What follows belongs to an exercise in optimizing a design on an open flow for small area, a short achievable clock period and few clock cycles; a production flow would make more cautious choices. Where RTL was checked, it was by simulation tests only, not by an equivalence proof against the original. The RTL of runs 1, 2 and 5 was laid out without a check of its function. Power and IR drop assume default switching activity.

==> config.mk <==
export PLATFORM = sky130hd
export DESIGN_NAME = top_k_candidate_list_unit
export DESIGN_NICKNAME = top_k_candidate_list_unit
export VERILOG_FILES = /design/flow/design.v
export SDC_FILE = /design/flow/constraint.sdc
export NUM_CORES = 4
export LEC_CHECK = 0
export CAP_MARGIN = 20
export CORE_MARGIN = 2
export CORE_UTILIZATION = 40
export SLEW_MARGIN = 20
==> constraint.sdc <==
create_clock -name core_clock -period 7.0 [get_ports {aclk}]
set_input_delay 1.4000 -clock core_clock [delete_from_list [all_inputs] [get_ports {aclk}]]
set_output_delay 1.4000 -clock core_clock [all_outputs]
set_load 0.01 [all_outputs]
==> design.v <==
package tkcl_pkg;
    localparam int LIST_DEPTH = 8;
    localparam int IDX_W      = (LIST_DEPTH > 1) ? $clog2(LIST_DEPTH) : 1;
    localparam int CNT_W      = $clog2(LIST_DEPTH + 1);
    localparam int ID_W       = 16;
    localparam int SCORE_W    = 16;
    localparam int STATUS_W   = 3;
    localparam int RANK_W     = 3;
    localparam int COUNT_W    = 4;
    localparam int S_TDATA_W  = 32;
    localparam int S_TUSER_W  = 2;
    localparam int M_PAYLOAD_W = RANK_W + ID_W + SCORE_W + COUNT_W;
    localparam int M_TDATA_W  = 40;
    localparam int M_PAD_W    = M_TDATA_W - M_PAYLOAD_W;
    localparam int M_TUSER_W  = STATUS_W;
    localparam logic ACT_CLEAR = 1'b0;
    localparam logic ACT_OFFER = 1'b1;
    typedef enum logic [STATUS_W-1:0] {
        STAT_CLEARED    = 3'd0,
        STAT_INSERTED   = 3'd1,
        STAT_NO_CHANCE  = 3'd2,
        STAT_DUPLICATE  = 3'd3,
        STAT_FULL_WORSE = 3'd4
    } status_t;
    typedef enum logic [1:0] {
        S_IDLE,
        S_DECIDE,
        S_LIST
    } ctrl_state_t;
    typedef struct packed {
        logic req_load;
        logic cnt_clear;
        logic insert;
        logic out_load_status;
        logic out_load_entry;
        logic idx_clr;
        logic idx_inc;
    } dp_cmd_t;
    typedef struct packed {
        status_t verdict;
        logic    idx_last;
    } dp_stat_t;
endpackage
import tkcl_pkg::*;
module tkcl_ctrl
(
    input  logic                  aclk,
    input  logic                  aresetn,
    input  logic                  s_tvalid,
    output logic                  s_tready,
    input  logic [S_TDATA_W-1:0]  s_tdata,
    input  logic [S_TUSER_W-1:0]  s_tuser,
    output logic                  m_tvalid,
    input  logic                  m_tready,
    output logic [M_TUSER_W-1:0]  m_tuser,
    output logic                  m_tlast,
    output logic [ID_W-1:0]       req_id,
    output logic [SCORE_W-1:0]    req_score,
    output logic                  req_action,
    output logic                  req_no_chance,
    output logic                  pop,           
    output logic [RANK_W-1:0]     idx,
    output logic [LIST_DEPTH-1:0] sel,
    input  tkcl_pkg::status_t     verdict,       
    input  logic [LIST_DEPTH-1:0] first_sel,     
    input  logic [LIST_DEPTH-1:0] next_sel,      
    input  logic [CNT_W-1:0]      held_count
);
    logic                  valid_reg;
    logic                  last_reg;
    tkcl_pkg::status_t     status_reg;
    logic [RANK_W-1:0]     idx_reg;
    logic [LIST_DEPTH-1:0] sel_reg;
    logic advance;    
    assign {req_no_chance, req_action, req_score, req_id} = {s_tuser, s_tdata};
    assign advance  = !valid_reg || m_tready;
    assign s_tready = !valid_reg || (m_tready && last_reg);
    assign pop      = s_tvalid && s_tready;
    always_ff @(posedge aclk) begin
        if (!aresetn) begin
            valid_reg <= 1'b0;
        end else if (advance) begin
            valid_reg <= (valid_reg && !last_reg) || s_tvalid;
        end
    end
    always_ff @(posedge aclk) begin
        if (advance) begin
            if (valid_reg && !last_reg) begin
                idx_reg  <= idx_reg + RANK_W'(1);
                sel_reg  <= next_sel;
                last_reg <= (CNT_W'(idx_reg) + CNT_W'(2)) == held_count;
            end else begin
                idx_reg <= '0;
                if (verdict == STAT_INSERTED) begin
                    status_reg <= STAT_INSERTED;
                    sel_reg    <= first_sel;
                    last_reg   <= (held_count == '0);
                end else begin
                    status_reg <= verdict;
                    sel_reg    <= '0;
                    last_reg   <= 1'b1;
                end
            end
        end
    end
    assign m_tvalid = valid_reg;
    assign m_tuser  = status_reg;
    assign m_tlast  = last_reg;
    assign idx      = idx_reg;
    assign sel      = sel_reg;
endmodule
import tkcl_pkg::*;
module tkcl_datapath
(
    input  logic                  aclk,
    input  logic                  aresetn,
    input  logic [ID_W-1:0]       req_id,
    input  logic [SCORE_W-1:0]    req_score,
    input  logic                  req_action,
    input  logic                  req_no_chance,
    input  logic                  pop,
    input  logic [RANK_W-1:0]     idx,
    input  logic [LIST_DEPTH-1:0] sel,
    output tkcl_pkg::status_t     verdict,
    output logic [LIST_DEPTH-1:0] first_sel,
    output logic [LIST_DEPTH-1:0] next_sel,
    output logic [CNT_W-1:0]      held_count,
    output logic [ID_W-1:0]       rd_id,
    output logic [SCORE_W-1:0]    rd_score
);
    function automatic logic le16(input logic [15:0] a, input logic [15:0] b);
        logic [15:0] gt, eq;
        logic [7:0]  gt2, eq2;
        logic [3:0]  gt4, eq4;
        logic [1:0]  gt8, eq8;
        gt = a & ~b;
        eq = ~(a ^ b);
        for (int i = 0; i < 8; i++) begin
            gt2[i] = gt[2*i+1] | (eq[2*i+1] & gt[2*i]);
            eq2[i] = eq[2*i+1] & eq[2*i];
        end
        for (int i = 0; i < 4; i++) begin
            gt4[i] = gt2[2*i+1] | (eq2[2*i+1] & gt2[2*i]);
            eq4[i] = eq2[2*i+1] & eq2[2*i];
        end
        for (int i = 0; i < 2; i++) begin
            gt8[i] = gt4[2*i+1] | (eq4[2*i+1] & gt4[2*i]);
            eq8[i] = eq4[2*i+1] & eq4[2*i];
        end
        le16 = ~(gt8[1] | (eq8[1] & gt8[0]));
    endfunction
    logic [ID_W-1:0]    slot_id    [LIST_DEPTH];
    logic [SCORE_W-1:0] slot_score [LIST_DEPTH];
    logic [IDX_W-1:0]   slot_rank  [LIST_DEPTH];
    logic [CNT_W-1:0]   count_reg;
    logic [LIST_DEPTH-1:0] held;
    logic [LIST_DEPTH-1:0] id_match;
    logic [LIST_DEPTH-1:0] score_le;
    logic [LIST_DEPTH-1:0] target;
    logic [LIST_DEPTH-1:0] rank_first;
    logic [LIST_DEPTH-1:0] rank_le;     
    logic [IDX_W-1:0]      ins_rank;
    logic [IDX_W-1:0]      idx_inc;
    logic                  new_first;
    logic                  full;
    logic                  insert;
    logic                  clear;
    assign full    = count_reg[CNT_W-1];
    assign idx_inc = idx + IDX_W'(1);
    always_comb begin
        for (int k = 0; k < LIST_DEPTH; k++) begin
            held[k]       = (CNT_W'(k) < count_reg);
            id_match[k]   = held[k] && (slot_id[k] == req_id);
            score_le[k]   = held[k] && le16(slot_score[k], req_score);
            target[k]     = full ? (slot_rank[k] == IDX_W'(LIST_DEPTH - 1))
                                 : (count_reg == CNT_W'(k));
            rank_first[k] = held[k] && (slot_rank[k] == '0);
            next_sel[k]   = held[k] && (slot_rank[k] == idx_inc);
        end
    end
    always_comb begin
        for (int r = 0; r < LIST_DEPTH; r++) begin
            rank_le[r] = 1'b0;
            for (int k = 0; k < LIST_DEPTH; k++) begin
                rank_le[r] = rank_le[r] | (score_le[k] && (slot_rank[k] == IDX_W'(r)));
            end
        end
    end
    assign ins_rank[2] = rank_le[3];
    assign ins_rank[1] = (rank_le[1] & ~rank_le[3]) | rank_le[5];
    assign ins_rank[0] = (rank_le[0] & ~rank_le[1]) | (rank_le[2] & ~rank_le[3]) |
                         (rank_le[4] & ~rank_le[5]) | (rank_le[6] & ~rank_le[7]);
    assign new_first = !rank_le[0];
    assign first_sel = new_first ? target : rank_first;
    always_comb begin
        if (req_action == ACT_CLEAR) begin
            verdict = STAT_CLEARED;
        end else if (req_no_chance) begin
            verdict = STAT_NO_CHANCE;
        end else if (|id_match) begin
            verdict = STAT_DUPLICATE;
        end else if (full && rank_le[LIST_DEPTH-1]) begin
            verdict = STAT_FULL_WORSE;
        end else begin
            verdict = STAT_INSERTED;
        end
    end
    assign clear  = pop && (req_action == ACT_CLEAR);
    assign insert = pop && (verdict == STAT_INSERTED);
    for (genvar k = 0; k < LIST_DEPTH; k++) begin : g_slot
        always_ff @(posedge aclk) begin
            if (insert && target[k]) begin
                slot_id[k]    <= req_id;
                slot_score[k] <= req_score;
            end
        end
        always_ff @(posedge aclk) begin
            if (insert) begin
                if (target[k]) begin
                    slot_rank[k] <= ins_rank;
                end else if (!score_le[k]) begin
                    slot_rank[k] <= {slot_rank[k][2] ^ (slot_rank[k][1] & slot_rank[k][0]),
                                     slot_rank[k][1] ^ slot_rank[k][0],
                                     !slot_rank[k][0]};
                end
            end
        end
    end
    always_ff @(posedge aclk) begin
        if (!aresetn || clear) begin
            count_reg <= '0;
        end else if (insert && !full) begin
            count_reg <= count_reg + CNT_W'(1);
        end
    end
    assign held_count = count_reg;
    always_comb begin
        rd_id    = '0;
        rd_score = '0;
        for (int k = 0; k < LIST_DEPTH; k++) begin
            rd_id    = rd_id    | ({ID_W{sel[k]}}    & slot_id[k]);
            rd_score = rd_score | ({SCORE_W{sel[k]}} & slot_score[k]);
        end
    end
endmodule
import tkcl_pkg::*;
module top_k_candidate_list_unit
(
    input  logic                 aclk,
    input  logic                 aresetn,
    input  logic                 s_tvalid,
    output logic                 s_tready,
    input  logic [S_TDATA_W-1:0] s_tdata,    
    input  logic [S_TUSER_W-1:0] s_tuser,    
    output logic                 m_tvalid,
    input  logic                 m_tready,
    output logic [M_TDATA_W-1:0] m_tdata,    
    output logic [M_TUSER_W-1:0] m_tuser,    
    output logic                 m_tlast
);
    logic [ID_W-1:0]       req_id;
    logic [SCORE_W-1:0]    req_score;
    logic                  req_action;
    logic                  req_no_chance;
    logic                  pop;
    logic [RANK_W-1:0]     idx;
    logic [LIST_DEPTH-1:0] sel;
    tkcl_pkg::status_t     verdict;
    logic [LIST_DEPTH-1:0] first_sel;
    logic [LIST_DEPTH-1:0] next_sel;
    logic [CNT_W-1:0]      held_count;
    logic [ID_W-1:0]       rd_id;
    logic [SCORE_W-1:0]    rd_score;
    tkcl_ctrl u_ctrl (
        .aclk          (aclk),
        .aresetn       (aresetn),
        .s_tvalid      (s_tvalid),
        .s_tready      (s_tready),
        .s_tdata       (s_tdata),
        .s_tuser       (s_tuser),
        .m_tvalid      (m_tvalid),
        .m_tready      (m_tready),
        .m_tuser       (m_tuser),
        .m_tlast       (m_tlast),
        .req_id        (req_id),
        .req_score     (req_score),
        .req_action    (req_action),
        .req_no_chance (req_no_chance),
        .pop           (pop),
        .idx           (idx),
        .sel           (sel),
        .verdict       (verdict),
        .first_sel     (first_sel),
        .next_sel      (next_sel),
        .held_count    (held_count)
    );
    tkcl_datapath u_datapath (
        .aclk          (aclk),
        .aresetn       (aresetn),
        .req_id        (req_id),
        .req_score     (req_score),
        .req_action    (req_action),
        .req_no_chance (req_no_chance),
        .pop           (pop),
        .idx           (idx),
        .sel           (sel),
        .verdict       (verdict),
        .first_sel     (first_sel),
        .next_sel      (next_sel),
        .held_count    (held_count),
        .rd_id         (rd_id),
        .rd_score      (rd_score)
    );
    assign m_tdata = {{M_PAD_W{1'b0}}, COUNT_W'(held_count), rd_score, rd_id, idx};
endmodule
==> run.sh <==
#!/bin/bash
# synth_recipe.tcl (not shown) runs the flow's synth.tcl, then flattens the netlist and writes it again
# the make line also repeats each setting of config.mk as NAME=value (left out here)
make -C /OpenROAD-flow-scripts/flow DESIGN_CONFIG=/design/flow/config.mk WORK_HOME=/design/flow/orfs CLKGATE_MAP_FILE= SYNTH_SCRIPT=/design/flow/synth_recipe.tcl finish
==> impl_metrics.env, run 1 <==
export IMPL_floorplan_die_height_um=211.8
export IMPL_synthTopCellsByArea="sky130_fd_sc_hd__edfxtp_1, sky130_fd_sc_hd__ha_1, sky130_fd_sc_hd__a22oi_1"
export IMPL_reg_top3="u_datapath.slot_id x128, u_datapath.slot_score x128, u_datapath.slot_rank x24"
export IMPL_wl_per_cell_um=26.78
export IMPL_clock_tree_from_tritoncts="built"
export IMPL_post_place_cells=2021
export IMPL_power_density_cell_area_nw_per_um2=209.0
export IMPL_finish_net_count=1683
export IMPL_cts_hold_buffers_added=0
export IMPL_grt_first_pass_wirelength_um=81190
export IMPL_rrSetupSlack_ns=2.16
export IMPL_synth_top_area_share_pct=51.29
export IMPL_die_w_um=211.8
export IMPL_grt_setup_unrepaired="false"
export IMPL_clock_sinks=300
export IMPL_syn_nets=1592
export IMPL_maximum_number_of_pins_on_one_net_before_global_route_repair=38
export IMPL_final_period_minus_worst_setup_slack_ns=6.201
export IMPL_gp_routability_congestion=0.9483
export IMPL_hold_path_startpoint="u_datapath.count_reg[1]"
export IMPL_synthDistinctLibCells=83
export IMPL_startpoint_type="input port"
export IMPL_antenna_diode_count=0
export IMPL_filler_cell_count=3836
export IMPL_grt_total_usage_pct=24.89
export IMPL_timing_reg2reg_worst_path_depth=10
export IMPL_clk_insertion_delay_late_ns=0.56
export IMPL_drt_first_iter_violations=1388
export IMPL_syn_to_final_growth_pct=15.59
export IMPL_regToRegStartpoint="u_datapath.slot_score[0][15]"
export IMPL_sequential_cell_area_fraction_in_the_yosys_report_pct=51.87
export IMPL_max_vdd_ir_drop_mv=0.1445
export IMPL_htree_levels=2
export IMPL_vias=12603
export IMPL_layout_drive_gt1_share_pct=8.489
export IMPL_clock_pin_slew_worst_setup_and_hold_paths_ns=0.06
export IMPL_worst_ep_arrival_ns=6.39
export IMPL_total_of_flip_flops_plus_latches_after_synthesis=300
export IMPL_syn_cell_area_um2=17270
export IMPL_r2r_end="u_datapath.slot_score[4][6]"
export IMPL_post_cts_setup_buffers=0
export IMPL_outcome="no timing/DRC/antenna violations"
export IMPL_worst_hold_path_endpoint="u_datapath.count_reg[1]"
export IMPL_synth_area_per_cell_um2=12.51
export IMPL_synth_enable_flop_cells=295
export IMPL_floorplan_rows=76
export IMPL_stdcell_count=2081
export IMPL_route_detailed_drc=0
export IMPL_dp_final_hpwl_um=38500
export IMPL_fmaxAchievable_mhz=161.3
export IMPL_routed_wire_length_um=55730
export IMPL_cp_data_required_time_ns=7.19
export IMPL_holdCritPathClass="reg -> reg"
export IMPL_setup_violators_final=0
export IMPL_routed_via_density=6.056
export IMPL_tightest_slew_ns=1.058
export IMPL_initial_utilization_pct=40.27
export IMPL_worstPathMaxFanout=32
export IMPL_sort_of_element_at_the_end_of_the_critical_path="register"
export IMPL_netlist_top_cell_by_area="sky130_fd_sc_hd__edfxtp_1"
export IMPL_final_setup_skew_ns=0.01558
export IMPL_max_slew_margin_pct=29.26
export IMPL_fp_dieArea_um2=44850
export IMPL_criticalPathCategory="in -> reg"
export IMPL_antenna_found_initial=2
export IMPL_finalMaxSlewViolations=0
export IMPL_hold_viol_final=0
export IMPL_clockBufferDepth=3
export IMPL_io_buffer_count=82
export IMPL_fin_setup_tns_ns=0
export IMPL_timing_hold_worst_path_depth=2
export IMPL_root_buffer="sky130_fd_sc_hd__clkbuf_16"
export IMPL_final_antenna_net_count=0
export IMPL_cts_buffers_inserted=34
export IMPL_overflow=0
export IMPL_async_flop_share_pct=0
export IMPL_lkg_pwr_nw=7.064
export IMPL_synth_cells=1381
export IMPL_synth_yosys_warnings=5
export IMPL_post_cts_resize_count=0
export IMPL_finalCritPeriodShare_pct=88.58
export IMPL_design_core_area_um2=42890
export IMPL_drv_cap=0
export IMPL_via_count_of_the_first_global_routing_pass=12508
export IMPL_synth_ff_type="sky130_fd_sc_hd__edfxtp_1"
export IMPL_ios=84
export IMPL_number_of_iterations_in_the_first_detailed_routing_pass=6
==> synthesized netlist by cell type (4+ instances only) <==
| library cell | count |
|---|---|
| sky130_fd_sc_hd__a21o_1 | 6 |
| sky130_fd_sc_hd__a21oi_1 | 54 |
| sky130_fd_sc_hd__nor2_2 | 11 |
| sky130_fd_sc_hd__edfxtp_1 | 295 |
| sky130_fd_sc_hd__o21ai_0 | 24 |
| sky130_fd_sc_hd__nand3_1 | 20 |
| sky130_fd_sc_hd__nor4_1 | 18 |
| sky130_fd_sc_hd__o21a_1 | 7 |
| sky130_fd_sc_hd__nand2b_1 | 5 |
| sky130_fd_sc_hd__a32o_1 | 4 |
| sky130_fd_sc_hd__ha_1 | 173 |
| sky130_fd_sc_hd__o32ai_1 | 7 |
| sky130_fd_sc_hd__a22oi_1 | 139 |
| sky130_fd_sc_hd__a2111oi_0 | 4 |
| sky130_fd_sc_hd__nor3_1 | 15 |
| sky130_fd_sc_hd__a41oi_1 | 10 |
| sky130_fd_sc_hd__and4_1 | 11 |
| sky130_fd_sc_hd__nand2_1 | 52 |
| sky130_fd_sc_hd__nand4_1 | 79 |
| sky130_fd_sc_hd__inv_1 | 53 |
| sky130_fd_sc_hd__a311o_1 | 4 |
| sky130_fd_sc_hd__a22o_1 | 6 |
| sky130_fd_sc_hd__dfxtp_1 | 5 |
| sky130_fd_sc_hd__buf_2 | 19 |
| sky130_fd_sc_hd__a211oi_1 | 10 |
| sky130_fd_sc_hd__nand3b_1 | 5 |
| sky130_fd_sc_hd__nor2_1 | 40 |
| sky130_fd_sc_hd__and3_1 | 6 |
| sky130_fd_sc_hd__and2_1 | 5 |
| sky130_fd_sc_hd__mux2i_1 | 5 |
| sky130_fd_sc_hd__nor2b_1 | 11 |
| sky130_fd_sc_hd__xor2_1 | 58 |
| sky130_fd_sc_hd__xnor2_1 | 100 |
| sky130_fd_sc_hd__nand4b_1 | 4 |
| sky130_fd_sc_hd__mux2_2 | 12 |
| sky130_fd_sc_hd__clkbuf_1 | 30 |
==> per-layer routing <==
metal	up-vias	GRT usage (%)	share of wire [%]
met3	98	6.290	8.9
li1	5614	-	-
met1	6253	34.51	43
met5	-	0	0.048
met4	4	7.431	2.6
met2	634	38.45	45
==> how the worst max path moves through the flow <==
stage                     cells past startpoint         from                            to
after global routing                         12  s_tdata[31]  u_datapath.slot_score[4][12]
after detailed placement                     12  s_tdata[31]   u_datapath.slot_score[4][6]
final                                        12  s_tdata[31]   u_datapath.slot_score[4][6]
after floorplan                              10  s_tdata[31]      u_datapath.slot_id[5][0]
after global placement                       12  s_tdata[30]   u_datapath.slot_score[4][5]
after CTS                                    12  s_tdata[31]   u_datapath.slot_score[4][8]
==> kinds of logic (layout without fill, tap and decap cells) <==
kind of cell,count (synthesis),count (layout),synth area share (%)
simple gates,311,311,10.58
compound gates,313,313,13.29
fa+ha+maj,173,173,12.53
other cells,1,1,0.02171
flops,300,300,51.87
mux,17,17,1.072
buf+inv,108,223,2.615
xor+xnor,158,158,8.013
==> layout by cell type, fill, tap and decap left out, drive strengths merged, types with 8 or more instances in the layout <==
| cell type | netlist | final |
|---|---|---|
| edfxtp | 295 | 295 |
| ha | 173 | 173 |
| a22oi | 139 | 139 |
| xnor2 | 100 | 100 |
| clkdlybuf4s50 | 0 | 82 |
| nand4 | 82 | 82 |
| xor2 | 58 | 58 |
| a21oi | 54 | 54 |
| inv | 53 | 53 |
| nand2 | 53 | 53 |
| nor2 | 51 | 51 |
| clkbuf | 30 | 42 |
| buf | 25 | 28 |
| o21ai | 25 | 25 |
| nor4 | 21 | 21 |
| nand3 | 20 | 20 |
| nor3 | 16 | 16 |
| clkinv | 0 | 16 |
| mux2 | 12 | 12 |
| and4 | 11 | 11 |
| nor2b | 11 | 11 |
| a211oi | 11 | 11 |
| a41oi | 10 | 10 |
| and2 | 8 | 8 |
==> layout make-up <==
type / instances / area (um2) / area share (%)
Clock buffer: 42 / 880.8 / 4.412
Clock inverter: 18 / 183.9 / 0.9213
Inverter: 53 / 198.9 / 0.9966
Multi-Input combinational cell: 973 / 7915 / 39.65
Sequential cell: 300 / 8959 / 44.88
Tap cell: 585 / 732.0 / 3.667
Timing Repair Buffer: 110 / 1094 / 5.478
==> where the power goes <==
part	internal, mW	switching [mW]
sequential	1.99	0.0160
clock	0.980	0.751
combinational	0.173	0.263
total	3.14	1.03
==> worst max-delay path, stage by stage <==
cell and delay, ns:
sky130_fd_sc_hd__clkdlybuf4s50_1 0.66, sky130_fd_sc_hd__inv_1 0.26, sky130_fd_sc_hd__ha_1 0.40, sky130_fd_sc_hd__nand4_1 0.15
sky130_fd_sc_hd__nor3_1 0.61, sky130_fd_sc_hd__o2111ai_1 0.55, sky130_fd_sc_hd__and4_1 0.38, sky130_fd_sc_hd__a311o_1 0.34
sky130_fd_sc_hd__o41ai_4 0.50, sky130_fd_sc_hd__nand4_4 0.44, sky130_fd_sc_hd__nor2_4 0.17, sky130_fd_sc_hd__buf_4 0.51
==> per-stage QoR <==
stage / setup slack [ns] / total power [mW] / hold slack (ns) / utilization [%] / instance area, um2
finish: 0.7995 / 4.173 / 0.7719 / 46.55 / 19960
global route: 0.6267 / 4.297 / 0.8186 / 46.55 / 19960
floorplan: 1.623 / 2.270 / 0.6312 / - / 17270
detailed placement: 0.3075 / 2.472 / 0.7628 / 44.07 / 18900
CTS: 0.8794 / 4.195 / 0.7693 / 46.55 / 19960
global placement: 0.4695 / 2.469 / 0.7571 / 44.07 / 18900
==> run 2, diff against run 1 <==
--- a/config.mk
+++ b/config.mk
@@ -8,4 +8,5 @@
 export CAP_MARGIN = 20
 export CORE_MARGIN = 2
 export CORE_UTILIZATION = 40
+export SETUP_SLACK_MARGIN = 3.2
 export SLEW_MARGIN = 20
==> impl_metrics.env, run 2 <==
export IMPL_outcome="no timing/DRC/antenna violations"
export IMPL_cp_data_required_time_ns=7.27
export IMPL_startpoint_type="input port"
export IMPL_ios=84
export IMPL_die_w_um=211.8
export IMPL_comb_power_share_pct=12.0
export IMPL_max_slew_margin_pct=34.22
export IMPL_timing_reg2reg_worst_path_depth=16
export IMPL_power_share_switching_pct=25.48
export IMPL_worstPathMaxFanout=9
export IMPL_dp_final_hpwl_um=38620
export IMPL_routed_via_density=6.125
export IMPL_total_of_flip_flops_plus_latches_after_synthesis=300
export IMPL_fmaxAchievable_mhz=228.3
export IMPL_wl_per_cell_um=28.26
export IMPL_cts_hold_buffers_added=0
export IMPL_p_seq_share_pct=47.8
export IMPL_stdcell_count=2190
export IMPL_cell_area_after_placement_um2=19010
export IMPL_clock_sinks=300
export IMPL_finish_net_count=1793
export IMPL_max_vdd_ir_drop_mv=0.1483
export IMPL_most_common_layout_cells="sky130_fd_sc_hd__edfxtp_1, sky130_fd_sc_hd__ha_1, sky130_fd_sc_hd__a22oi_1"
export IMPL_io_buffer_count=82
export IMPL_fp_dieArea_um2=44850
export IMPL_grt_total_usage_pct=26.96
export IMPL_clock_tree_from_tritoncts="built"
export IMPL_floorplan_die_height_um=211.8
export IMPL_synth_commonest_cells="sky130_fd_sc_hd__edfxtp_1, sky130_fd_sc_hd__ha_1, sky130_fd_sc_hd__a22oi_1"
export IMPL_routed_wire_length_um=61900
export IMPL_total_switching_power_mw=1.070
export IMPL_final_period_minus_worst_setup_slack_ns=4.379
export IMPL_drv_cap=0
export IMPL_async_flop_share_pct=0
export IMPL_gp_routability_congestion=0.9305
export IMPL_number_of_iterations_in_the_first_detailed_routing_pass=7
export IMPL_worst_ep_arrival_ns=4.65
export IMPL_total_power_mw=4.201
export IMPL_timing_hold_worst_path_depth=2
export IMPL_antenna_diode_count=0
export IMPL_overflow=0
export IMPL_setup_violators_final=0
export IMPL_power_density_cell_area_nw_per_um2=186.3
export IMPL_synthDistinctLibCells=83
export IMPL_syn_cell_area_um2=17270
export IMPL_finalMaxSlewViolations=0
export IMPL_fin_setup_tns_ns=0
export IMPL_via_count_of_the_first_global_routing_pass=13130
export IMPL_cts_buffers_inserted=35
export IMPL_clock_pin_slew_worst_setup_and_hold_paths_ns=0.06
export IMPL_layout_drive_gt1_share_pct=23.55
export IMPL_antenna_found_initial=1
export IMPL_criticalPathCategory="in -> reg"
export IMPL_syn_nets=1592
export IMPL_maximum_number_of_pins_on_one_net_before_global_route_repair=38
export IMPL_synth_area_per_cell_um2=12.51
export IMPL_cellInternalPower_mw=3.131
export IMPL_grt_setup_unrepaired="true"
export IMPL_htree_levels=2
export IMPL_route_detailed_drc=0
export IMPL_post_place_cells=2015
export IMPL_clockBufferDepth=3
export IMPL_initial_utilization_pct=40.27
export IMPL_sequential_cell_area_fraction_in_the_yosys_report_pct=51.87
export IMPL_design_core_area_um2=42890
export IMPL_synth_top_area_share_pct=51.29
export IMPL_lkg_pwr_nw=8.019
export IMPL_reg_top3="u_datapath.slot_id x128, u_datapath.slot_score x128, u_datapath.slot_rank x24"
export IMPL_final_antenna_net_count=0
export IMPL_grt_first_pass_wirelength_um=87780
export IMPL_holdCritPathClass="reg -> reg"
export IMPL_synthTopCellsByArea="sky130_fd_sc_hd__edfxtp_1, sky130_fd_sc_hd__ha_1, sky130_fd_sc_hd__a22oi_1"
export IMPL_clk_insertion_delay_late_ns=0.56
export IMPL_clockPowerShare_pct=40.2
export IMPL_synth_yosys_warnings=5
export IMPL_floorplan_rows=76
export IMPL_final_setup_skew_ns=0.02409
export IMPL_syn_to_final_growth_pct=30.57
export IMPL_drt_first_iter_violations=1713
export IMPL_vias=13413
export IMPL_synth_cells=1381
export IMPL_final_area_um2=22550
export IMPL_mostFrequentLayoutCell="sky130_fd_sc_hd__edfxtp_1"
export IMPL_tightest_slew_ns=0.9867
export IMPL_root_buffer="sky130_fd_sc_hd__clkbuf_16"
export IMPL_sort_of_element_at_the_end_of_the_critical_path="register"
export IMPL_synth_enable_flop_cells=295
export IMPL_netlist_top_cell_by_area="sky130_fd_sc_hd__edfxtp_1"
export IMPL_synth_most_common_cell="sky130_fd_sc_hd__edfxtp_1"
export IMPL_synth_ff_type="sky130_fd_sc_hd__edfxtp_1"
export IMPL_finalCritPeriodShare_pct=62.56
export IMPL_hold_viol_final=0
-- run 2: changes by cell type in the layout (fill, tap and decap cells not counted), sizes merged, moves of 3 or more --
| cell | before | now |
|---|---|---|
| clkinvlp | 0 | 6 |
| clkbuf | 42 | 69 |
| inv | 53 | 50 |
| clkdlybuf4s50 | 82 | 50 |
| buf | 28 | 139 |
-- run 2: through the flow --
stage               hold slack [ns]  util (%)  setup slack (ns)
floorplan                    0.6335         -             2.307
global placement             0.7517     44.33            0.7494
detailed placement           0.7452     44.33            0.6960
CTS                          0.7463     50.97             2.726
global route                 0.8237     52.58             2.557
finish                       0.7629     52.58             2.621
-- run 2: final cells by class --
cell class                      count  area [um2]
Tap cell                          585       732.0
Multi-Input combinational cell    973        8876
Clock buffer                       42       902.1
Inverter                           53       241.5
Clock inverter                     18       136.4
Timing Repair Buffer              219        2703
Sequential cell                   300        8959
Fill cell                        3619       20340
-- run 2: worst max-delay path: stages --
cell,delay (ns)
sky130_fd_sc_hd__buf_2,0.19
sky130_fd_sc_hd__inv_4,0.09
sky130_fd_sc_hd__ha_1,0.29
sky130_fd_sc_hd__and4_4,0.24
sky130_fd_sc_hd__o311a_4,0.23
sky130_fd_sc_hd__nor4b_4,0.05
sky130_fd_sc_hd__buf_4,0.16
sky130_fd_sc_hd__o211a_1,0.20
sky130_fd_sc_hd__a311o_1,0.35
sky130_fd_sc_hd__o41ai_4,0.32
sky130_fd_sc_hd__buf_4,0.20
sky130_fd_sc_hd__nand4_4,0.08
sky130_fd_sc_hd__buf_8,0.16
sky130_fd_sc_hd__buf_12,0.15
sky130_fd_sc_hd__nor2_4,0.14
sky130_fd_sc_hd__buf_12,0.15
sky130_fd_sc_hd__buf_12,0.10
sky130_fd_sc_hd__buf_16,0.13
-- run 2: path summary, 6_finish.rpt --
path | slack [ns] | end | start
setup / recovery | 2.62 | u_datapath.slot_id[5][14] | s_tdata[20]
hold / removal | 0.76 | u_datapath.count_reg[3] | u_datapath.count_reg[0]
setup reg to reg | 3.03 | u_datapath.slot_id[5][14] | u_datapath.count_reg[0]
hold reg to reg | 0.76 | u_datapath.count_reg[3] | u_datapath.count_reg[0]
-- run 2: cells by family after synthesis --
| family | synth area share (%) |
|---|---|
| AO/OA/AOI/OAI | 13.29 |
| XOR/XNOR | 8.013 |
| adder cells (fa/ha/maj) | 12.53 |
| buffers and inverters | 2.615 |
| flip-flops | 51.87 |
| multiplexers | 1.072 |
| other | 0.02171 |
| AND/OR/NAND/NOR | 10.58 |
-- run 2: what timing repair did --
item | 4_1_cts | 5_1_grt
setup buffers | 71 | 20
pin swaps | 57 | 22
cloned | 12 | 12
setup endpoints to repair | 325 | 325
gates resized for setup | 285 | 83
-- run 2: power by group through the flow --
stage	clock (mW)	combinational [mW]	sequential, mW
6_report	1.69	0.505	2.01
3_5_place_dp	0	0.430	2.04
2_1_floorplan	0	0.233	2.04
4_1_cts	1.72	0.481	2.01
3_3_place_gp	0	0.428	2.04
5_1_grt	1.78	0.538	2.01
-- run 2: metal layers --
layer  global-route usage (%)  vias to the layer above  share of wire (%)
met5                        0                        -                  0
met4                    8.888                        0                3.3
met3                    4.732                      133                8.7
met2                    41.98                      725                 45
met1                    38.11                     6706                 43
li1                         -                     5849                  -
==> run 3, diff against run 2 <==
--- a/design.v
+++ b/design.v
@@ -48,16 +48,11 @@
     input  logic                  aresetn,
     input  logic                  s_tvalid,
     output logic                  s_tready,
-    input  logic [S_TDATA_W-1:0]  s_tdata,
-    input  logic [S_TUSER_W-1:0]  s_tuser,
     output logic                  m_tvalid,
     input  logic                  m_tready,
     output logic [M_TUSER_W-1:0]  m_tuser,
     output logic                  m_tlast,
-    output logic [ID_W-1:0]       req_id,
-    output logic [SCORE_W-1:0]    req_score,
-    output logic                  req_action,
-    output logic                  req_no_chance,
+    output logic                  push,          
     output logic                  pop,           
     output logic [RANK_W-1:0]     idx,
     output logic [LIST_DEPTH-1:0] sel,
@@ -66,21 +61,33 @@
     input  logic [LIST_DEPTH-1:0] next_sel,      
     input  logic [CNT_W-1:0]      held_count
 );
+    logic                  req_valid;
     logic                  valid_reg;
     logic                  last_reg;
     tkcl_pkg::status_t     status_reg;
     logic [RANK_W-1:0]     idx_reg;
     logic [LIST_DEPTH-1:0] sel_reg;
-    logic advance;    
-    assign {req_no_chance, req_action, req_score, req_id} = {s_tuser, s_tdata};
-    assign advance  = !valid_reg || m_tready;
-    assign s_tready = !valid_reg || (m_tready && last_reg);
-    assign pop      = s_tvalid && s_tready;
+    logic advance;     
+    logic head_free;   
+    assign advance   = !valid_reg || m_tready;
+    assign head_free = advance && (!valid_reg || last_reg);
+    assign pop       = req_valid && head_free;
+    assign s_tready  = !req_valid || head_free;
+    assign push      = s_tvalid && s_tready;
+    always_ff @(posedge aclk) begin
+        if (!aresetn) begin
+            req_valid <= 1'b0;
+        end else if (push) begin
+            req_valid <= 1'b1;
+        end else if (pop) begin
+            req_valid <= 1'b0;
+        end
+    end
     always_ff @(posedge aclk) begin
         if (!aresetn) begin
             valid_reg <= 1'b0;
         end else if (advance) begin
-            valid_reg <= (valid_reg && !last_reg) || s_tvalid;
+            valid_reg <= (valid_reg && !last_reg) || req_valid;
         end
     end
     always_ff @(posedge aclk) begin
@@ -114,10 +121,9 @@
 (
     input  logic                  aclk,
     input  logic                  aresetn,
-    input  logic [ID_W-1:0]       req_id,
-    input  logic [SCORE_W-1:0]    req_score,
-    input  logic                  req_action,
-    input  logic                  req_no_chance,
+    input  logic [S_TDATA_W-1:0]  s_tdata,     
+    input  logic [S_TUSER_W-1:0]  s_tuser,     
+    input  logic                  push,
     input  logic                  pop,
     input  logic [RANK_W-1:0]     idx,
     input  logic [LIST_DEPTH-1:0] sel,
@@ -149,6 +155,16 @@
         end
         le16 = ~(gt8[1] | (eq8[1] & gt8[0]));
     endfunction
+    logic [ID_W-1:0]       req_id;
+    logic [SCORE_W-1:0]    req_score;
+    logic                  req_action;
+    logic                  req_no_chance;
+    logic [LIST_DEPTH-1:0] flag_le;     
+    logic [LIST_DEPTH-1:0] flag_eq;     
+    logic [ID_W-1:0]       in_id;
+    logic [SCORE_W-1:0]    in_score;
+    assign in_id    = s_tdata[ID_W-1:0];
+    assign in_score = s_tdata[ID_W +: SCORE_W];
     logic [ID_W-1:0]    slot_id    [LIST_DEPTH];
     logic [SCORE_W-1:0] slot_score [LIST_DEPTH];
     logic [IDX_W-1:0]   slot_rank  [LIST_DEPTH];
@@ -170,8 +186,8 @@
     always_comb begin
         for (int k = 0; k < LIST_DEPTH; k++) begin
             held[k]       = (CNT_W'(k) < count_reg);
-            id_match[k]   = held[k] && (slot_id[k] == req_id);
-            score_le[k]   = held[k] && le16(slot_score[k], req_score);
+            id_match[k]   = held[k] && flag_eq[k];
+            score_le[k]   = held[k] && flag_le[k];
             target[k]     = full ? (slot_rank[k] == IDX_W'(LIST_DEPTH - 1))
                                  : (count_reg == CNT_W'(k));
             rank_first[k] = held[k] && (slot_rank[k] == '0);
@@ -207,6 +223,23 @@
     end
     assign clear  = pop && (req_action == ACT_CLEAR);
     assign insert = pop && (verdict == STAT_INSERTED);
+    always_ff @(posedge aclk) begin
+        if (push) begin
+            req_id        <= in_id;
+            req_score     <= in_score;
+            req_action    <= s_tuser[0];
+            req_no_chance <= s_tuser[1];
+            for (int k = 0; k < LIST_DEPTH; k++) begin
+                if (insert && target[k]) begin
+                    flag_le[k] <= le16(req_score, in_score);
+                    flag_eq[k] <= (req_id == in_id);
+                end else begin
+                    flag_le[k] <= le16(slot_score[k], in_score);
+                    flag_eq[k] <= (slot_id[k] == in_id);
+                end
+            end
+        end
+    end
     for (genvar k = 0; k < LIST_DEPTH; k++) begin : g_slot
         always_ff @(posedge aclk) begin
             if (insert && target[k]) begin
@@ -258,10 +291,7 @@
     output logic [M_TUSER_W-1:0] m_tuser,    
     output logic                 m_tlast
 );
-    logic [ID_W-1:0]       req_id;
-    logic [SCORE_W-1:0]    req_score;
-    logic                  req_action;
-    logic                  req_no_chance;
+    logic                  push;
     logic                  pop;
     logic [RANK_W-1:0]     idx;
     logic [LIST_DEPTH-1:0] sel;
@@ -272,44 +302,38 @@
     logic [ID_W-1:0]       rd_id;
     logic [SCORE_W-1:0]    rd_score;
     tkcl_ctrl u_ctrl (
-        .aclk          (aclk),
-        .aresetn       (aresetn),
-        .s_tvalid      (s_tvalid),
-        .s_tready      (s_tready),
-        .s_tdata       (s_tdata),
-        .s_tuser       (s_tuser),
-        .m_tvalid      (m_tvalid),
-        .m_tready      (m_tready),
-        .m_tuser       (m_tuser),
-        .m_tlast       (m_tlast),
-        .req_id        (req_id),
-        .req_score     (req_score),
-        .req_action    (req_action),
-        .req_no_chance (req_no_chance),
-        .pop           (pop),
-        .idx           (idx),
-        .sel           (sel),
-        .verdict       (verdict),
-        .first_sel     (first_sel),
-        .next_sel      (next_sel),
-        .held_count    (held_count)
+        .aclk       (aclk),
+        .aresetn    (aresetn),
+        .s_tvalid   (s_tvalid),
+        .s_tready   (s_tready),
+        .m_tvalid   (m_tvalid),
+        .m_tready   (m_tready),
+        .m_tuser    (m_tuser),
+        .m_tlast    (m_tlast),
+        .push       (push),
+        .pop        (pop),
+        .idx        (idx),
+        .sel        (sel),
+        .verdict    (verdict),
+        .first_sel  (first_sel),
+        .next_sel   (next_sel),
+        .held_count (held_count)
     );
     tkcl_datapath u_datapath (
-        .aclk          (aclk),
-        .aresetn       (aresetn),
-        .req_id        (req_id),
-        .req_score     (req_score),
-        .req_action    (req_action),
-        .req_no_chance (req_no_chance),
-        .pop           (pop),
-        .idx           (idx),
-        .sel           (sel),
-        .verdict       (verdict),
-        .first_sel     (first_sel),
-        .next_sel      (next_sel),
-        .held_count    (held_count),
-        .rd_id         (rd_id),
-        .rd_score      (rd_score)
+        .aclk       (aclk),
+        .aresetn    (aresetn),
+        .s_tdata    (s_tdata),
+        .s_tuser    (s_tuser),
+        .push       (push),
+        .pop        (pop),
+        .idx        (idx),
+        .sel        (sel),
+        .verdict    (verdict),
+        .first_sel  (first_sel),
+        .next_sel   (next_sel),
+        .held_count (held_count),
+        .rd_id      (rd_id),
+        .rd_score   (rd_score)
     );
     assign m_tdata = {{M_PAD_W{1'b0}}, COUNT_W'(held_count), rd_score, rd_id, idx};
 endmodule
--- a/config.mk
+++ b/config.mk
@@ -8,5 +8,5 @@
 export CAP_MARGIN = 20
 export CORE_MARGIN = 2
 export CORE_UTILIZATION = 40
-export SETUP_SLACK_MARGIN = 3.2
+export SETUP_SLACK_MARGIN = 3.4
 export SLEW_MARGIN = 20
==> impl_metrics.env, run 3 <==
export IMPL_outcome="no timing/DRC/antenna violations"
export IMPL_filler_cell_count=4250
export IMPL_root_buffer="sky130_fd_sc_hd__clkbuf_16"
export IMPL_synth_top_area_share_pct=53.82
export IMPL_routed_wire_length_um=59450
export IMPL_most_common_layout_cells="sky130_fd_sc_hd__edfxtp_1, sky130_fd_sc_hd__ha_1, sky130_fd_sc_hd__xor2_1"
export IMPL_antenna_found_initial=0
export IMPL_cp_data_required_time_ns=5.60
export IMPL_wl_per_cell_um=26.59
export IMPL_layout_drive_gt1_share_pct=8.637
export IMPL_tightest_slew_ns=0.9515
export IMPL_io_buffer_count=82
export IMPL_grt_setup_unrepaired="true"
export IMPL_sequential_cell_area_fraction_in_the_yosys_report_pct=54.44
export IMPL_max_slew_margin_pct=36.26
export IMPL_drv_cap=0
export IMPL_setup_worst_path_start="u_ctrl.sel_reg[2]"
export IMPL_ios=84
export IMPL_async_flop_share_pct=0
export IMPL_max_vdd_ir_drop_mv=0.1441
export IMPL_final_antenna_net_count=0
export IMPL_timing_reg2reg_worst_path_depth=9
export IMPL_startpoint_type="register"
export IMPL_dp_final_hpwl_um=39130
export IMPL_vias=13635
export IMPL_synth_yosys_warnings=5
export IMPL_initial_utilization_pct=40.40
export IMPL_worst_ep_arrival_ns=2.16
export IMPL_cts_hold_buffers_added=0
export IMPL_antenna_diode_count=0
export IMPL_synth_ff_type="sky130_fd_sc_hd__edfxtp_1"
export IMPL_hold_viol_final=0
export IMPL_fp_dieArea_um2=49890
export IMPL_grt_total_usage_pct=23.65
export IMPL_synth_enable_flop_cells=345
export IMPL_hold_path_startpoint="u_ctrl.req_valid"
export IMPL_final_setup_skew_ns=0.04050
export IMPL_synthTopCellsByArea="sky130_fd_sc_hd__edfxtp_1, sky130_fd_sc_hd__ha_1, sky130_fd_sc_hd__xor2_1"
export IMPL_gr_max_usage_layer="met2"
export IMPL_final_period_minus_worst_setup_slack_ns=3.557
export IMPL_syn_to_final_growth_pct=16.74
export IMPL_final_critical_path_setup_slack_ns=3.443
export IMPL_total_of_flip_flops_plus_latches_after_synthesis=351
export IMPL_synthDistinctLibCells=65
export IMPL_clock_pin_slew_worst_setup_and_hold_paths_ns=0.06
export IMPL_routed_via_density=6.098
export IMPL_floorplan_rows=80
export IMPL_finalMaxSlewViolations=0
export IMPL_design_core_area_um2=47650
export IMPL_r2r_end="u_datapath.slot_score[4][0]"
export IMPL_clk_insertion_delay_late_ns=0.59
export IMPL_clockBufferDepth=3
export IMPL_via_count_of_the_first_global_routing_pass=13537
export IMPL_globalRouteMet1Util_pct=32.86
export IMPL_synth_most_common_cell="sky130_fd_sc_hd__edfxtp_1"
export IMPL_gp_routability_congestion=0.9350
export IMPL_netlist_top_cell_by_area="sky130_fd_sc_hd__edfxtp_1"
export IMPL_synth_area_per_cell_um2=12.93
export IMPL_dpl_worst_slack_ns=2.744
export IMPL_power_density_cell_area_nw_per_um2=222.2
export IMPL_number_of_iterations_in_the_first_detailed_routing_pass=6
export IMPL_syn_cell_area_um2=19250
export IMPL_setup_violators_final=0
export IMPL_floorplan_die_height_um=223.4
export IMPL_maximum_number_of_pins_on_one_net_before_global_route_repair=51
export IMPL_drt_first_iter_violations=1632
export IMPL_cts_buffers_inserted=40
export IMPL_rrSetupSlack_ns=3.46
export IMPL_mostFrequentLayoutCell="sky130_fd_sc_hd__edfxtp_1"
export IMPL_synth_commonest_cells="sky130_fd_sc_hd__edfxtp_1, sky130_fd_sc_hd__ha_1, sky130_fd_sc_hd__xor2_1"
export IMPL_grt_met2_usage_pct=37.38
export IMPL_htree_levels=2
export IMPL_overflow=0
export IMPL_cell_area_after_placement_um2=20740
export IMPL_fmaxAchievable_mhz=281.2
export IMPL_synth_cells=1489
export IMPL_clock_sinks=351
export IMPL_sort_of_element_at_the_end_of_the_critical_path="primary output"
export IMPL_crit_path_end="m_tdata[14]"
export IMPL_worstPathMaxFanout=32
export IMPL_grt_use_met3_pct=4.530
export IMPL_reg_top3="u_datapath.slot_id x128, u_datapath.slot_score x128, u_datapath.slot_rank x24"
export IMPL_route_detailed_drc=0
export IMPL_finalCritPeriodShare_pct=50.81
export IMPL_syn_nets=1715
export IMPL_lkg_pwr_nw=8.238
export IMPL_clock_tree_from_tritoncts="built"
export IMPL_criticalPathCategory="reg -> out"
export IMPL_die_w_um=223.4
export IMPL_fin_setup_tns_ns=0
export IMPL_finish_net_count=1815
export IMPL_final_area_um2=22470
export IMPL_holdCritPathClass="reg -> reg"
export IMPL_grt_first_pass_wirelength_um=87550
export IMPL_regToRegStartpoint="u_datapath.count_reg[3]"
==> run 3: cell types whose count changed in the layout (fill, tap and decap cells not counted), moves of 16 or more <==
cell | previous run | this run
sky130_fd_sc_hd__buf_6 | 31 | 9
sky130_fd_sc_hd__buf_4 | 59 | 19
sky130_fd_sc_hd__xor2_1 | 57 | 153
sky130_fd_sc_hd__ha_1 | 154 | 186
sky130_fd_sc_hd__nor2_4 | 18 | 0
sky130_fd_sc_hd__a31oi_1 | 0 | 21
sky130_fd_sc_hd__nor4_1 | 13 | 37
sky130_fd_sc_hd__mux2i_1 | 5 | 21
sky130_fd_sc_hd__edfxtp_1 | 295 | 345
sky130_fd_sc_hd__xnor2_1 | 98 | 20
sky130_fd_sc_hd__a21o_1 | 6 | 29
sky130_fd_sc_hd__buf_12 | 29 | 3
sky130_fd_sc_hd__clkdlybuf4s50_1 | 50 | 68
sky130_fd_sc_hd__ha_4 | 18 | 0
==> run 3: how the worst min path moves through the flow <==
stage / slack (ns) / depth (start not counted) / to
2_1_floorplan: 0.49 / 1 / u_ctrl.valid_reg
3_3_place_gp: 0.52 / 1 / u_ctrl.valid_reg
3_5_place_dp: 0.51 / 1 / u_ctrl.valid_reg
4_1_cts: 0.53 / 1 / u_ctrl.valid_reg
5_1_grt: 0.57 / 1 / u_ctrl.valid_reg
6_report: 0.53 / 1 / u_ctrl.valid_reg
==> run 3: area by class of cell <==
type / instances / area, um2 / area share (%)
repair buffers: 121 / 1266 / 5.635
inverters: 54 / 206.4 / 0.9187
multi-input cells: 1021 / 8382 / 37.30
clock buffers: 44 / 1016 / 4.521
flip-flops and latches: 351 / 10490 / 46.68
clock inverters: 30 / 341.6 / 1.520
well taps: 615 / 769.5 / 3.424
==> run 3: what timing repair did <==
| action | in CTS | in global routing |
|---|---|---|
| cloned | 0 | 3 |
| setup endpoints to repair | 316 | 157 |
| setup buffers | 5 | 9 |
| resized for setup | 43 | 26 |
| pin swaps | 9 | 2 |
| endpoints found under the hold margin | 0 | 0 |
==> run 3: kinds of logic after synthesis <==
logic type,count (synthesis),share of synthesized area (%)
simple gates,277,8.619
other cells,1,0.01948
mux,33,1.794
buf+inv,117,2.489
flops,351,54.44
xor+xnor,174,7.917
fa+ha+maj,188,12.22
compound gates,348,12.50
==> run 3: power breakdown <==
part           switching (mW)  internal (mW)
logic                   0.251          0.168
clock network           0.907           1.28
registers              0.0464           2.34
total                    1.20           3.79
==> run 3: metal layers <==
layer | vias to the layer above | share of wire (%)
li1 | 6080 | -
met1 | 6785 | 43
met2 | 650 | 46
met3 | 120 | 7.7
met4 | 0 | 3.0
met5 | - | 0
==> run 3: critical path: stages (launching register included) <==
cell                              delay [ns]
sky130_fd_sc_hd__edfxtp_1               0.41
sky130_fd_sc_hd__buf_8                  0.22
sky130_fd_sc_hd__a22oi_1                0.23
sky130_fd_sc_hd__nand4_1                0.19
sky130_fd_sc_hd__clkdlybuf4s50_1        0.52
==> run 3: stage by stage <==
step / power [mW] / util, % / instances / hold slack [ns]
3_3_place_gp: 2.838 / 43.54 / 2145 / 0.5158
6_report: 4.993 / 47.16 / 2236 / 0.5312
5_1_grt: 5.142 / 47.16 / 2236 / 0.5707
2_1_floorplan: 2.642 / - / 1489 / 0.4855
4_1_cts: 5.026 / 46.69 / 2224 / 0.5287
3_5_place_dp: 2.841 / 43.54 / 2145 / 0.5127
Testbench counts of run 3, summed over its fixed seeds: cycles 13,741.
==> run 4, diff against run 3 <==
--- a/config.mk
+++ b/config.mk
@@ -8,5 +8,5 @@
 export CAP_MARGIN = 20
 export CORE_MARGIN = 2
 export CORE_UTILIZATION = 40
-export SETUP_SLACK_MARGIN = 3.4
+export SETUP_SLACK_MARGIN = 3.7
 export SLEW_MARGIN = 20
==> impl_metrics.env, run 4 <==
export IMPL_outcome="no timing/DRC/antenna violations"
export IMPL_hold_path_startpoint="u_ctrl.req_valid"
export IMPL_synth_enable_flop_cells=345
export IMPL_criticalPathCategory="reg -> out"
export IMPL_routed_wire_length_um=62880
export IMPL_power_share_switching_pct=24.35
export IMPL_clk_insertion_delay_late_ns=0.59
export IMPL_wl_per_cell_um=27.53
export IMPL_drv_cap=0
export IMPL_timing_reg2reg_worst_path_depth=8
export IMPL_design_core_area_um2=47650
export IMPL_sequential_cell_area_fraction_in_the_yosys_report_pct=54.44
export IMPL_tightest_slew_ns=0.9795
export IMPL_cellInternalPower_mw=3.751
export IMPL_rrSetupSlack_ns=3.74
export IMPL_max_slew_margin_pct=34.70
export IMPL_regToRegStartpoint="u_datapath.count_reg[3]"
export IMPL_floorplan_die_height_um=223.4
export IMPL_antenna_diode_count=0
export IMPL_floorplan_rows=80
export IMPL_sort_of_element_at_the_end_of_the_critical_path="primary output"
export IMPL_filler_cell_count=4125
export IMPL_clockPowerShare_pct=42.7
export IMPL_vias=13910
export IMPL_number_of_iterations_in_the_first_detailed_routing_pass=5
export IMPL_worst_hold_path_endpoint="u_ctrl.valid_reg"
export IMPL_hold_viol_final=0
export IMPL_worst_ep_arrival_ns=1.98
export IMPL_most_common_layout_cells="sky130_fd_sc_hd__edfxtp_1, sky130_fd_sc_hd__ha_1, sky130_fd_sc_hd__xor2_1"
export IMPL_area_taken_by_flip_flops_and_latches_um2=10490
export IMPL_netlist_top_cell_by_area="sky130_fd_sc_hd__edfxtp_1"
export IMPL_synthTopCellsByArea="sky130_fd_sc_hd__edfxtp_1, sky130_fd_sc_hd__ha_1, sky130_fd_sc_hd__xor2_1"
export IMPL_async_flop_share_pct=0
export IMPL_power_density_cell_area_nw_per_um2=211.8
export IMPL_grt_setup_unrepaired="true"
export IMPL_finalMaxSlewViolations=0
export IMPL_final_setup_skew_ns=0.03350
export IMPL_final_antenna_net_count=0
export IMPL_fin_setup_tns_ns=0
export IMPL_worstPathMaxFanout=8
export IMPL_synth_area_per_cell_um2=12.93
export IMPL_setup_violators_final=0
export IMPL_clock_pin_slew_worst_setup_and_hold_paths_ns=0.06
export IMPL_die_w_um=223.4
export IMPL_synth_yosys_warnings=5
export IMPL_grt_total_usage_pct=24.41
export IMPL_synthDistinctLibCells=65
export IMPL_cts_buffers_inserted=40
export IMPL_cp_data_required_time_ns=5.60
export IMPL_timing_hold_worst_path_depth=1
export IMPL_finalCritPeriodShare_pct=48.32
export IMPL_lkg_pwr_nw=8.519
export IMPL_grt_first_pass_wirelength_um=89220
export IMPL_root_buffer="sky130_fd_sc_hd__clkbuf_16"
export IMPL_ios=84
export IMPL_layout_drive_gt1_share_pct=17.32
export IMPL_io_buffer_count=82
export IMPL_r2r_end="u_datapath.slot_score[4][5]"
export IMPL_overflow=0
export IMPL_mostFrequentLayoutCell="sky130_fd_sc_hd__edfxtp_1"
export IMPL_synth_cells=1489
export IMPL_fp_dieArea_um2=49890
export IMPL_clock_sinks=351
export IMPL_antenna_found_initial=1
export IMPL_route_detailed_drc=0
export IMPL_synth_top_area_share_pct=53.82
export IMPL_synth_commonest_cells="sky130_fd_sc_hd__edfxtp_1, sky130_fd_sc_hd__ha_1, sky130_fd_sc_hd__xor2_1"
export IMPL_via_count_of_the_first_global_routing_pass=13503
export IMPL_stdcell_count=2284
export IMPL_syn_cell_area_um2=19250
export IMPL_final_period_minus_worst_setup_slack_ns=3.383
export IMPL_htree_levels=2
export IMPL_holdCritPathClass="reg -> reg"
export IMPL_cts_hold_buffers_added=0
export IMPL_comb_power_share_pct=9.2
export IMPL_max_vdd_ir_drop_mv=0.1349
export IMPL_fmaxAchievable_mhz=295.6
export IMPL_syn_to_final_growth_pct=21.59
export IMPL_multiInputGateArea_um2=8790
export IMPL_syn_nets=1715
export IMPL_drt_first_iter_violations=1554
export IMPL_finish_net_count=1865
export IMPL_total_of_flip_flops_plus_latches_after_synthesis=351
export IMPL_initial_utilization_pct=40.40
export IMPL_post_place_cells=2142
export IMPL_clockBufferDepth=3
export IMPL_reg_top3="u_datapath.slot_id x128, u_datapath.slot_score x128, u_datapath.slot_rank x24"
export IMPL_synth_ff_type="sky130_fd_sc_hd__edfxtp_1"
export IMPL_gp_routability_congestion=0.9086
export IMPL_startpoint_type="register"
export IMPL_routed_via_density=6.090
export IMPL_total_switching_power_mw=1.207
export IMPL_synth_most_common_cell="sky130_fd_sc_hd__edfxtp_1"
export IMPL_p_seq_share_pct=48.1
export IMPL_clock_tree_from_tritoncts="built"
export IMPL_maximum_number_of_pins_on_one_net_before_global_route_repair=51
export IMPL_dp_final_hpwl_um=38870
## run 4: cell count changes in the layout (fill, tap and decap cells not counted), sizes merged, moves of 7 or more
| cell | delta |
|---|---|
| inv | -7 |
| clkbuf | +23 |
| clkdlybuf4s50 | -25 |
| clkinvlp | +8 |
| buf | +61 |
| clkinv | -8 |
## run 4: stage by stage
step / worst slack (ns) / power [mW] / util, % / hold slack, ns / instance area (um2)
floorplan: 3.189 / 2.642 / - / 0.4855 / 19260
global placement: 2.634 / 2.840 / 43.49 / 0.5132 / 20720
detailed placement: 2.469 / 2.843 / 43.49 / 0.5102 / 20720
CTS: 3.498 / 4.950 / 47.90 / 0.5295 / 22820
global route: 3.595 / 5.095 / 49.12 / 0.5574 / 23400
finish: 3.617 / 4.958 / 49.12 / 0.5282 / 23400
## run 4: power by group through the flow
stage               Combinational (mW)  Clock, mW  Sequential [mW]
finish                           0.455       2.12             2.39
global route                     0.488       2.22             2.39
CTS                              0.433       2.13             2.39
detailed placement               0.414          0             2.43
global placement                 0.412          0             2.43
floorplan                        0.231          0             2.41
## run 4: routing by layer
layer | vias to the layer above | GRT usage (%) | wire length, um
met5 | - | 0 | 0
met1 | 6958 | 33.83 | 26810
met3 | 93 | 5.123 | 5600
met2 | 677 | 39.10 | 29260
met4 | 0 | 6.280 | 1204
li1 | 6182 | - | -
## run 4: how the worst max path moves through the flow
stage | from | end | cells past startpoint
detailed placement | m_tready | u_datapath.flag_le[3] | 6
global route | u_ctrl.sel_reg[0] | m_tdata[13] | 5
global placement | m_tready | u_datapath.flag_le[3] | 6
finish | u_ctrl.sel_reg[0] | m_tdata[31] | 5
CTS | u_ctrl.sel_reg[0] | m_tdata[15] | 5
floorplan | u_datapath.count_reg[1] | u_datapath.flag_eq[1] | 9
## run 4: cell families after synthesis
logic type      Yosys count  share of synthesized area (%)
other cells               1                        0.01948
flops                   351                          54.44
mux                      33                          1.794
fa+ha+maj               188                          12.22
simple gates            277                          8.619
buf+inv                 117                          2.489
compound gates          348                          12.50
xor+xnor                174                          7.917
## run 4: layout make-up
class                      count  share of cell area [%]
inverter                      54                   1.016
tap                          615                   3.288
sequential                   351                   44.83
timing repair buffer         168                   7.714
timing repair inverter         2                 0.05346
multi-input combinational   1022                   37.55
clock buffer                  53                   4.576
clock inverter                19                  0.9676
## run 4: worst max-delay path, cell delays in order (launching register included)
cell and delay [ns]:
sky130_fd_sc_hd__edfxtp_1 0.46, sky130_fd_sc_hd__buf_6 0.18, sky130_fd_sc_hd__buf_16 0.15, sky130_fd_sc_hd__a22oi_1 0.16, sky130_fd_sc_hd__nand4_1 0.24, sky130_fd_sc_hd__buf_2 0.22
## run 4: repair_timing
item                                    4_1_cts  5_1_grt
setup buffers                                30       26
endpoints found under the setup margin      359      203
pin swaps                                    20       29
resized for setup                           166      137
gates cloned                                  7        7
==> run 5, diff against run 4 <==
--- a/design.v
+++ b/design.v
@@ -55,7 +55,8 @@
     output logic                  push,          
     output logic                  pop,           
     output logic [RANK_W-1:0]     idx,
-    output logic [LIST_DEPTH-1:0] sel,
+    output logic [LIST_DEPTH-1:0] sel_id,
+    output logic [LIST_DEPTH-1:0] sel_score,
     input  tkcl_pkg::status_t     verdict,       
     input  logic [LIST_DEPTH-1:0] first_sel,     
     input  logic [LIST_DEPTH-1:0] next_sel,      
@@ -66,13 +67,16 @@
     logic                  last_reg;
     tkcl_pkg::status_t     status_reg;
     logic [RANK_W-1:0]     idx_reg;
-    logic [LIST_DEPTH-1:0] sel_reg;
+    logic [LIST_DEPTH-1:0] sel_reg;         
+    logic [LIST_DEPTH-1:0] sel_score_reg;   
+    logic                  free_reg;        
+    logic [LIST_DEPTH-1:0] sel_next;
     logic advance;     
     logic head_free;   
     assign advance   = !valid_reg || m_tready;
     assign head_free = advance && (!valid_reg || last_reg);
     assign pop       = req_valid && head_free;
-    assign s_tready  = !req_valid || head_free;
+    assign s_tready  = free_reg || (m_tready && last_reg);
     assign push      = s_tvalid && s_tready;
     always_ff @(posedge aclk) begin
         if (!aresetn) begin
@@ -91,30 +95,57 @@
         end
     end
     always_ff @(posedge aclk) begin
+        if (!aresetn) begin
+            free_reg <= 1'b1;
+        end else begin
+            free_reg <= !(push || (req_valid && !pop)) ||
+                        !(advance ? ((valid_reg && !last_reg) || req_valid) : valid_reg);
+        end
+    end
+    always_ff @(posedge aclk) begin
         if (advance) begin
             if (valid_reg && !last_reg) begin
                 idx_reg  <= idx_reg + RANK_W'(1);
-                sel_reg  <= next_sel;
                 last_reg <= (CNT_W'(idx_reg) + CNT_W'(2)) == held_count;
             end else begin
                 idx_reg <= '0;
                 if (verdict == STAT_INSERTED) begin
                     status_reg <= STAT_INSERTED;
-                    sel_reg    <= first_sel;
                     last_reg   <= (held_count == '0);
                 end else begin
                     status_reg <= verdict;
-                    sel_reg    <= '0;
                     last_reg   <= 1'b1;
                 end
             end
         end
     end
+    always_comb begin
+        if (valid_reg && !last_reg) begin
+            sel_next = next_sel;
+        end else if (verdict == STAT_INSERTED) begin
+            sel_next = first_sel;
+        end else begin
+            sel_next = '0;
+        end
+    end
+    always_ff @(posedge aclk) begin
+        if (advance) begin
+            sel_reg <= sel_next;
+        end
+    end
+    always_ff @(posedge aclk) begin
+        if (!aresetn) begin
+            sel_score_reg <= '0;
+        end else if (advance) begin
+            sel_score_reg <= sel_next;
+        end
+    end
     assign m_tvalid = valid_reg;
     assign m_tuser  = status_reg;
     assign m_tlast  = last_reg;
     assign idx      = idx_reg;
-    assign sel      = sel_reg;
+    assign sel_id    = sel_reg;
+    assign sel_score = sel_score_reg;
 endmodule
 import tkcl_pkg::*;
 module tkcl_datapath
@@ -126,7 +157,8 @@
     input  logic                  push,
     input  logic                  pop,
     input  logic [RANK_W-1:0]     idx,
-    input  logic [LIST_DEPTH-1:0] sel,
+    input  logic [LIST_DEPTH-1:0] sel_id,      
+    input  logic [LIST_DEPTH-1:0] sel_score,   
     output tkcl_pkg::status_t     verdict,
     output logic [LIST_DEPTH-1:0] first_sel,
     output logic [LIST_DEPTH-1:0] next_sel,
@@ -186,8 +218,8 @@
     always_comb begin
         for (int k = 0; k < LIST_DEPTH; k++) begin
             held[k]       = (CNT_W'(k) < count_reg);
-            id_match[k]   = held[k] && flag_eq[k];
-            score_le[k]   = held[k] && flag_le[k];
+            id_match[k]   = flag_eq[k];
+            score_le[k]   = flag_le[k];
             target[k]     = full ? (slot_rank[k] == IDX_W'(LIST_DEPTH - 1))
                                  : (count_reg == CNT_W'(k));
             rank_first[k] = held[k] && (slot_rank[k] == '0);
@@ -215,7 +247,7 @@
             verdict = STAT_NO_CHANCE;
         end else if (|id_match) begin
             verdict = STAT_DUPLICATE;
-        end else if (full && rank_le[LIST_DEPTH-1]) begin
+        end else if (full && (&score_le)) begin
             verdict = STAT_FULL_WORSE;
         end else begin
             verdict = STAT_INSERTED;
@@ -231,11 +263,11 @@
             req_no_chance <= s_tuser[1];
             for (int k = 0; k < LIST_DEPTH; k++) begin
                 if (insert && target[k]) begin
-                    flag_le[k] <= le16(req_score, in_score);
-                    flag_eq[k] <= (req_id == in_id);
+                    flag_le[k] <= !clear && le16(req_score, in_score);
+                    flag_eq[k] <= !clear && (req_id == in_id);
                 end else begin
-                    flag_le[k] <= le16(slot_score[k], in_score);
-                    flag_eq[k] <= (slot_id[k] == in_id);
+                    flag_le[k] <= !clear && held[k] && le16(slot_score[k], in_score);
+                    flag_eq[k] <= !clear && held[k] && (slot_id[k] == in_id);
                 end
             end
         end
@@ -271,8 +303,8 @@
         rd_id    = '0;
         rd_score = '0;
         for (int k = 0; k < LIST_DEPTH; k++) begin
-            rd_id    = rd_id    | ({ID_W{sel[k]}}    & slot_id[k]);
-            rd_score = rd_score | ({SCORE_W{sel[k]}} & slot_score[k]);
+            rd_id    = rd_id    | ({ID_W{sel_id[k]}}       & slot_id[k]);
+            rd_score = rd_score | ({SCORE_W{sel_score[k]}} & slot_score[k]);
         end
     end
 endmodule
@@ -294,7 +326,8 @@
     logic                  push;
     logic                  pop;
     logic [RANK_W-1:0]     idx;
-    logic [LIST_DEPTH-1:0] sel;
+    logic [LIST_DEPTH-1:0] sel_id;
+    logic [LIST_DEPTH-1:0] sel_score;
     tkcl_pkg::status_t     verdict;
     logic [LIST_DEPTH-1:0] first_sel;
     logic [LIST_DEPTH-1:0] next_sel;
@@ -313,7 +346,8 @@
         .push       (push),
         .pop        (pop),
         .idx        (idx),
-        .sel        (sel),
+        .sel_id     (sel_id),
+        .sel_score  (sel_score),
         .verdict    (verdict),
         .first_sel  (first_sel),
         .next_sel   (next_sel),
@@ -327,7 +361,8 @@
         .push       (push),
         .pop        (pop),
         .idx        (idx),
-        .sel        (sel),
+        .sel_id     (sel_id),
+        .sel_score  (sel_score),
         .verdict    (verdict),
         .first_sel  (first_sel),
         .next_sel   (next_sel),
--- a/config.mk
+++ b/config.mk
@@ -8,5 +8,5 @@
 export CAP_MARGIN = 20
 export CORE_MARGIN = 2
 export CORE_UTILIZATION = 40
-export SETUP_SLACK_MARGIN = 3.7
+export SETUP_SLACK_MARGIN = 3.9
 export SLEW_MARGIN = 20
==> impl_metrics.env, run 5 <==
export IMPL_synth_yosys_warnings=5
export IMPL_drv_cap=0
export IMPL_synth_enable_flop_cells=345
export IMPL_synthTopCellsByArea="sky130_fd_sc_hd__edfxtp_1, sky130_fd_sc_hd__ha_1, sky130_fd_sc_hd__a22oi_1"
export IMPL_worst_ep_arrival_ns=1.91
export IMPL_synthDistinctLibCells=63
export IMPL_cp_data_required_time_ns=5.60
export IMPL_number_of_iterations_in_the_first_detailed_routing_pass=5
export IMPL_total_of_flip_flops_plus_latches_after_synthesis=360
export IMPL_startpoint_type="register"
export IMPL_final_setup_skew_ns=0.03211
export IMPL_routed_via_density=6.078
export IMPL_floorplan_rows=81
export IMPL_mostFrequentLayoutCell="sky130_fd_sc_hd__edfxtp_1"
export IMPL_synth_area_per_cell_um2=12.63
export IMPL_syn_nets=1778
export IMPL_dp_final_hpwl_um=42790
export IMPL_fmaxAchievable_mhz=302.5
export IMPL_worstPathMaxFanout=4
export IMPL_finalCritPeriodShare_pct=47.22
export IMPL_criticalPathCategory="reg -> out"
export IMPL_outcome="no timing/DRC/antenna violations"
export IMPL_initial_utilization_pct=40.28
export IMPL_htree_levels=2
export IMPL_syn_cell_area_um2=19600
export IMPL_finish_net_count=1948
export IMPL_syn_to_final_growth_pct=22.39
export IMPL_synth_most_common_cell="sky130_fd_sc_hd__edfxtp_1"
export IMPL_post_route_util_pct=49.30
export IMPL_final_period_minus_worst_setup_slack_ns=3.306
export IMPL_drt_first_iter_violations=1507
export IMPL_clock_tree_from_tritoncts="built"
export IMPL_die_w_um=225.3
export IMPL_synth_commonest_cells="sky130_fd_sc_hd__edfxtp_1, sky130_fd_sc_hd__ha_1, sky130_fd_sc_hd__a22oi_1"
[run 5: cell count changes in the layout (fill, tap and decap cells not counted), sizes merged, moves of 14 or more]
cell / delta
a21o: -19
buf: +50
clkbuf: -17
clkdlybuf4s50: -23
dlymetal6s2s: +17
nand3: +14
nand3b: +16
nor2: +19
xnor2: +81
xor2: -80
[run 5: power breakdown]
part | internal (mW) | total, mW | switching (mW)
Combinational | 0.166 | 0.397 | 0.231
Sequential | 2.38 | 2.42 | 0.0455
Clock | 1.27 | 2.19 | 0.921
[run 5: what timing repair did]
action | 4_1_cts | 5_1_grt
endpoints found under the setup margin | 289 | 117
gates resized for setup | 209 | 107
pin swaps | 30 | 42
gates cloned | 2 | 2
buffers inserted | 67 | 35
[run 5: worst register-to-register path: stages, from the launching register on]
cell and delay, ns:
sky130_fd_sc_hd__edfxtp_1 0.46, sky130_fd_sc_hd__ha_1 0.27, sky130_fd_sc_hd__ha_1 0.24, sky130_fd_sc_hd__a22oi_1 0.26, sky130_fd_sc_hd__and4_1 0.62, sky130_fd_sc_hd__inv_1 0.12
sky130_fd_sc_hd__o21ai_2 0.56, sky130_fd_sc_hd__mux2_2 0.28
[run 5: final timing paths]
check,startpoint,cells past startpoint,end,slack (ns)
min,u_ctrl.req_valid,1,u_ctrl.valid_reg,0.54
max reg2reg,u_datapath.slot_rank[3][0],7,u_datapath.slot_rank[6][1],4.07
min reg2reg,u_ctrl.req_valid,1,u_ctrl.valid_reg,0.54
max,u_ctrl.sel_reg[2],5,m_tdata[16],3.69
[run 5: through the flow]
| step | power (mW) | std cells | hold slack (ns) | setup WS [ns] |
|---|---|---|---|---|
| floorplan | 2.655 | 1552 | 0.4923 | 3.909 |
| global route | 5.153 | 2373 | 0.5829 | 3.644 |
| global placement | 2.815 | 2193 | 0.5196 | 2.804 |
| finish | 5.012 | 2373 | 0.5444 | 3.694 |
| CTS | 5.017 | 2335 | 0.5463 | 3.479 |
| detailed placement | 2.818 | 2194 | 0.5279 | 2.735 |
[run 5: routing by layer]
layer	GRT usage (%)	routed length (um)
met1	34.67	27330
met2	39.22	29550
met3	5.228	5705
met4	8.417	2137
met5	0	0
[run 5: final cells by class]
type                            count  area [um2]
Clock buffer                       51        1094
Fill cell                        4235       24660
Clock inverter                     21       264.0
Sequential cell                   360       10700
Tap cell                          622       778.2
Timing Repair Buffer              200        1994
Inverter                           58       255.2
Multi-Input combinational cell   1059        8884
Timing Repair inverter              2       15.01
[run 5: cell families (layout without fill, tap and decap cells)]
| group | Yosys count | count (layout) | share of synthesized area [%] |
|---|---|---|---|
| other | 1 | 1 | 0.01914 |
| flip-flops | 360 | 360 | 54.40 |
| AND/OR/NAND/NOR | 334 | 334 | 9.635 |
| multiplexers | 26 | 26 | 1.379 |
| buffers and inverters | 133 | 332 | 2.867 |
| XOR/XNOR | 175 | 175 | 7.917 |
| AO/OA/AOI/OAI | 334 | 334 | 11.73 |
| adder cells (fa/ha/maj) | 189 | 189 | 12.05 |

Setup slack of run 5, layout unchanged: 3.694 ns with ideal ports, 3.637 ns with driving cells assumed (clock clkbuf_16, inputs buf_2), 3.317 ns with port delays also shifted by the 0.639 ns mid clock arrival.
